Source: an optimization exercise on an open RTL-to-GDS flow (aim: small area). Production flows keep margins and buffers that such runs may drop. Function was checked by simulation only, so behaviour that the tests miss may differ from the original. Power figures rest on the tool's default switching activity, not on a simulated workload.

==> inputs of exp/onyx <==
## vga_game_top
module vga_game_top (
	input  logic               clk_50m,
	input  logic               rst,
	input  logic               pause,
	input  logic [1:0]         sw,
	input  logic [10:0]        vector_x,
	input  logic [9:0]         vector_y,
	input  logic signed [11:0] rel_x,
	output logic [2:0]         vga_red,
	output logic [2:0]         vga_green,
	output logic [1:0]         vga_blue,
	output logic               endgame
);
export LEC_CHECK = 0
export CAP_MARGIN = 0
export CORE_MARGIN = 2
export CORE_UTILIZATION = 40
export CTS_BUF_LIST = sky130_fd_sc_hd__clkbuf_8
export GPL_TIMING_DRIVEN = 0
export SLEW_MARGIN = 0
create_clock -name core_clock -period 12.0 [get_ports {clk_50m}]
standard.sh (not shown) runs the stock make flow with config.mk's settings and CLKGATE_MAP_FILE= SYNTH_SCRIPT=/design/flow/synth_recipe.tcl, a recipe that flattens the netlist after the stock synthesis.
==> flow/flow/run.sh <==
#!/bin/bash
# Layout flow: the standard layout, except that synthesis maps the logic
# with an area-oriented ABC script (flow/abc_area.script, deep AIG
# resynthesis then area mapping) and without the full/half-adder extraction.
# The registers come out of the same synthesis passes as the standard
# synthesis; that is checked against a standard synthesis run, and the flow
# falls back to the standard synthesis if they differ. The ports get
# buffers of the smallest buffer cell.
set -euo pipefail
W=$PWD
R=orfs/results/sky130hd/vga_game_top/base

# ORFS scripts with the ABC area script swapped for ours
rm -rf "$W/scripts"
cp -r "$FLOW_HOME/scripts" "$W/scripts"
cp "$W/flow/abc_area.script" "$W/scripts/abc_area.script"

# reference: the standard synthesis, in a work home of its own
sed -e "s#WORK_HOME=[^ ]*#WORK_HOME=$W/std#" standard.sh > std.sh
bash std.sh synth > std_synth.log 2>&1

# our synthesis, in the standard work home
sed -e "s#CLKGATE_MAP_FILE= #CLKGATE_MAP_FILE= SCRIPTS_DIR=$W/scripts ABC_AREA=1 ADDER_MAP_FILE= #" standard.sh > area.sh
bash area.sh synth > area_synth.log 2>&1

# registers: cell type and name, one per line
regs() {
  grep -E '^\s*sky130_fd_sc_hd__(df|ed|sdf|dl)[a-z]*_[0-9]+ ' "$1" |
    sed -E 's/^\s*sky130_fd_sc_hd__([a-z]+)_[0-9]+\s+(\S+).*/\1 \2/' | sort
}
regs std/results/sky130hd/vga_game_top/base/1_2_yosys.v > regs_std.txt
regs $R/1_2_yosys.v > regs_area.txt
if ! cmp -s regs_std.txt regs_area.txt || [[ ! -s regs_std.txt ]]; then
  echo "registers differ from the standard synthesis, using it instead" | tee fallback.txt
  rm -rf orfs
fi

# the rest of the standard layout, with the port buffers made of the
# smallest buffer cell
sed -e "s#CLKGATE_MAP_FILE= #CLKGATE_MAP_FILE= BUFFER_PORTS_ARGS='-buffer_cell sky130_fd_sc_hd__buf_1' #" standard.sh > finish.sh
bash finish.sh finish > finish.log 2>&1
==> flow/flow/abc_area.script <==
strash
&get -n
&deepsyn -T 120
&put
dch -f
amap
topo
==> inputs of exp/maple, as changes to exp/onyx <==
--- a/flow/flow/run.sh
+++ b/flow/flow/run.sh
@@ -39,3 +39,3 @@
 # smallest buffer cell
-sed -e "s#CLKGATE_MAP_FILE= #CLKGATE_MAP_FILE= BUFFER_PORTS_ARGS='-buffer_cell sky130_fd_sc_hd__buf_1' #" standard.sh > finish.sh
+sed -e "s#CLKGATE_MAP_FILE= #CLKGATE_MAP_FILE= BUFFER_PORTS_ARGS='-buffer_cell sky130_fd_sc_hd__buf_1' CTS_ARGS='-sink_clustering_enable -repair_clock_nets -buf_list {sky130_fd_sc_hd__clkbuf_4 sky130_fd_sc_hd__clkbuf_8} -dont_use_dummy_load' #" standard.sh > finish.sh
 bash finish.sh finish > finish.log 2>&1
==> flow/flow/abc_area.script (replaced) <==
strash
&get -n
&deepsyn -T 180
&put
dch -f
amap -F 10 -A 30 -x
topo
--- a/flow/config.mk
+++ b/flow/config.mk
@@ -7,3 +7,3 @@
 export LEC_CHECK = 0
-export CAP_MARGIN = 0
+export CAP_MARGIN = 20
 export CORE_MARGIN = 2
@@ -12,2 +12,2 @@
 export GPL_TIMING_DRIVEN = 0
-export SLEW_MARGIN = 0
+export SLEW_MARGIN = 20
==> inputs of exp/nickel, as changes to exp/onyx <==
--- a/flow/config.mk
+++ b/flow/config.mk
@@ -7,3 +7,3 @@
 export LEC_CHECK = 0
-export CAP_MARGIN = 0
+export CAP_MARGIN = 20
 export CORE_MARGIN = 2
@@ -11,3 +11,2 @@
 export CTS_BUF_LIST = sky130_fd_sc_hd__clkbuf_8
-export GPL_TIMING_DRIVEN = 0
-export SLEW_MARGIN = 0
+export SLEW_MARGIN = 20
==> qor summary <==
metric	exp/onyx	exp/nickel	exp/maple
Pin count of the biggest net entering global routing	35	35	27
Fraction of area in multi-input gates	60.68%	60.88%	60.02%
Total length of routed met2 wires	11,440 um	12,270 um	10,910 um
Power per standard cell area	82.70 nW/um^2	73.77 nW/um^2	67.86 nW/um^2
Dominant cell type by count on the critical path	-	sky130_fd_sc_hd__a21oi_1	sky130_fd_sc_hd__o21ai_0
Worst-case setup slack after placement	3.460 ns	4.523 ns	3.341 ns
Clock skew	0.01506 ns	0.01193 ns	0.02466 ns
Clock period minus worst slack	8.424 ns	7.230 ns	8.536 ns
Static power due to leakage	2.490 nW	2.493 nW	2.288 nW
Post-Place Cells	1,379	1,386	1,302
Post-Syn Area per Cell	6.226 um^2	6.226 um^2	6.423 um^2
Cell Area, Synth	6898 um^2	6898 um^2	6635 um^2
DR iter-0 viols	795	831	850
Peak supply drop	0.00006079 V	0.00004684 V	0.00005243 V
Sequential share of power	39.9%	45.0%	50.6%
Proportion of layout cells with a drive suffix above 1	2.308%	2.719%	2.108%
Outcome	finished clean	finished clean	finished clean
Int Power	447.3 uW	378.2 uW	342.0 uW
Number of cells produced by synthesis	1,108	1,108	1,033
Distinct cell type count after synthesis	48	48	51

==> what the ideal ports hide <==
How much do the figures lean on ideal ports? The routed layouts below were timed once more, with nothing changed but the port constraints. Step 1 sets driving cells, clkbuf_16 on the clock port and buf_2 on the other inputs (assumed; they add their load-dependent delay and slew). Step 2, shift: input delay + t, output delay - t, t = (earliest + latest rising clock arrival at the registers) / 2. This alone moves slack from input paths to output paths. Slacks: no drivers / after step 1 / after step 2; pairs: no drivers / after step 1.
run	t, ns	slack for setup (ns)	worst slew at a driven data input, ns
exp/onyx	0.419	3.576 / 3.570 / 3.150	0.04
exp/maple	0.396	3.464 / 3.475 / 3.079	0.04
exp/nickel	0.418	4.770 / 4.781 / 4.363	0.04
After both steps setup and hold are still met in every run listed. For exp/onyx, which loses most, drivers alone change the setup slack by -0.006 ns; drivers and shift together by -0.426 ns.
